Background: an optimization exercise with open tools, aiming at small area and a short achievable clock period. Do not read the settings as production practice.
In this exercise RTL edits were held to simulation tests only and were not proved equivalent to the original.
Power and IR drop assume default switching activity.

## mult_top
module mult_top (
    input  logic               clk,
    input  logic               reset,
    input  logic               in_valid,
    input  mult_pkg::operand_t a,
    input  mult_pkg::operand_t b,
    output logic               out_valid,
    output mult_pkg::product_u product
);
clock: 8.0 ns
lec_check: 0
cap_margin: 20
core_margin: 2
core_utilization: 40
cts_buf_list: sky130_fd_sc_hd__clkbuf_4 sky130_fd_sc_hd__clkbuf_8
place_density: 0.6
setup_slack_margin: 5
slew_margin: 20
synth_hierarchical: 1
standard.sh (not shown) runs the stock make flow with config.mk's settings and CLKGATE_MAP_FILE= SYNTH_SCRIPT=/design/flow/synth_recipe.tcl, a recipe that flattens the netlist after the stock synthesis.
==> flow/flow/run.sh <==
#!/bin/bash
# Own layout flow: the standard layout (standard.sh, with its unchanged
# synthesis) plus a few extra ORFS make settings from flow/extra.txt, one
# VAR=value per line. Each step's full output goes to a log in this folder.
set -euo pipefail
EXTRA=()
while IFS= read -r l; do
  [[ -n "$l" && "$l" != \#* ]] && EXTRA+=("$l")
done < flow/extra.txt
# standard.sh passes its knobs on make's command line; ours go after them
sed 's#"${@:-finish}"#"${EXTRA[@]}" "${@:-finish}"#' standard.sh > own_standard.sh
( set -- synth; source ./own_standard.sh ) > synth.log 2>&1
( set -- finish; source ./own_standard.sh ) > layout.log 2>&1
test -f out/final.def
==> flow/flow/extra.txt <==
# port buffers: a plain buffer instead of the delay buffer buffer_ports picks
BUFFER_PORTS_ARGS=-buffer_cell sky130_fd_sc_hd__buf_2
Rerun with:
- SETUP_SLACK_MARGIN: 5 -> 4.9
=> Worst setup slack is worse by 0.062 ns; combinational power came out lower by about 1%; critical path depth went down by 2; via count decreases by 0.98%; global-route usage shrinks by 0.70 points.


Another version of the RTL of mult_top (not shown whole).
For scale: ~960 cells after synthesis, ~150 flip-flops, about 68 I/O pins, about 0.010 mm² of cells after synthesis.
Settings: LEC_CHECK=0, CAP_MARGIN=20, CORE_MARGIN=2, CORE_UTILIZATION=40, PLACE_DENSITY=0.6, SLEW_MARGIN=20, SYNTH_HIERARCHICAL=1; clock period 8.0 ns.
==> flow/flow/extra.txt <==
# port buffers: a plain buffer instead of the delay buffer buffer_ports picks
BUFFER_PORTS_ARGS=-buffer_cell sky130_fd_sc_hd__buf_2
SETUP_SLACK_MARGIN=5.3
Scripts as last shown in full above: flow/flow/run.sh
Edit:
--- a/flow/flow/extra.txt
+++ b/flow/flow/extra.txt
@@ -3 +2,0 @@
-SETUP_SLACK_MARGIN=5.3
- CTS_BUF_LIST: not set -> sky130_fd_sc_hd__clkbuf_4 sky130_fd_sc_hd__clkbuf_8
- SETUP_SLACK_MARGIN: not set -> 5
Die area is unchanged.
Flip-flop and latch count stays the same.
Total power goes down by 20%.
Worst setup slack gets worse by 0.032 ns.
Final area shrinks by 9.5%.
Cell count drops by 3.1%.
Utilization falls by 4.9 points.
Via count drops by about 6%.
Wire length falls by 8.5%.
Global-route usage goes down by 1.1 points.


mult_top with an RTL version that a note above also has.
Size: about 970 cells after synthesis, ~68 I/O pins, about 0.010 mm² of cells after synthesis.
Settings: LEC_CHECK=0, CAP_MARGIN=20, CORE_MARGIN=2, CORE_UTILIZATION=40, CTS_BUF_LIST=sky130_fd_sc_hd__clkbuf_4 sky130_fd_sc_hd__clkbuf_8, PLACE_DENSITY=0.6, SETUP_SLACK_MARGIN=5, SLEW_MARGIN=20, SYNTH_HIERARCHICAL=1, TNS_END_PERCENT=30; clock period 8.0 ns.
==> flow/flow/extra.txt <==
# port buffers: a plain buffer instead of the delay buffer buffer_ports picks
BUFFER_PORTS_ARGS=-buffer_cell sky130_fd_sc_hd__buf_2
Scripts as last shown in full above: flow/flow/run.sh
Edit:
--- a/flow/config.mk
+++ b/flow/config.mk
@@ -10,7 +10,6 @@
 export CORE_UTILIZATION = 40
 export CTS_BUF_LIST = sky130_fd_sc_hd__clkbuf_4 sky130_fd_sc_hd__clkbuf_8
-export PLACE_DENSITY = 0.6
+export PLACE_DENSITY = 0.7
 export SETUP_SLACK_MARGIN = 5
 export SLEW_MARGIN = 20
 export SYNTH_HIERARCHICAL = 1
-export TNS_END_PERCENT = 30
- final area rose slightly
- global-route usage fell by 0.49 points
- worst hold slack stays flat
- non-clock buffer count is unchanged

## port drivers added, routing unchanged
How much do the figures lean on ideal ports? The routed layouts below were timed once more, with nothing changed but the port constraints. Step 1 assumes that a clkbuf_16 drives the clock port and a buf_2 every other input. Step 2 also shifts input and output timing later by t, the mid clock arrival at the registers, as if the neighbouring blocks saw the same clock. Slacks: no drivers / after step 1 / after step 2; pairs: no drivers / after step 1.
| run | shift t [ns] | setup slack, ns | worst setup path at the end | slew at the worst register clock pin (ns) | cell pins on the clock port's net |
|---|---|---|---|---|---|
| the first run of note 1 | 0.497 | 5.025 / 5.025 / 5.025 | register to register | 0.10 / 0.10 | 1 |
| the second run of note 1 | 0.497 | 4.963 / 4.963 / 4.963 | register to register | 0.10 / 0.10 | 1 |
| the first run of note 2 | 0.475 | 5.053 / 5.053 / 4.809 | input to register | 0.07 / 0.07 | 1 |
| the second run of note 2 | 0.510 | 5.021 / 5.021 / 4.711 | input to register | 0.10 / 0.10 | 1 |
| the first run of note 3 | 0.496 | 5.013 / 5.013 / 5.013 | register to register | 0.09 / 0.09 | 1 |
| the second run of note 3 | 0.506 | 5.023 / 5.023 / 5.023 | register to register | 0.09 / 0.09 | 1 |
After both steps setup and hold are still met in every run listed. The setup slack of the second run of note 2, which loses most, moves by 0.000 ns with the drivers and by -0.310 ns with both steps.
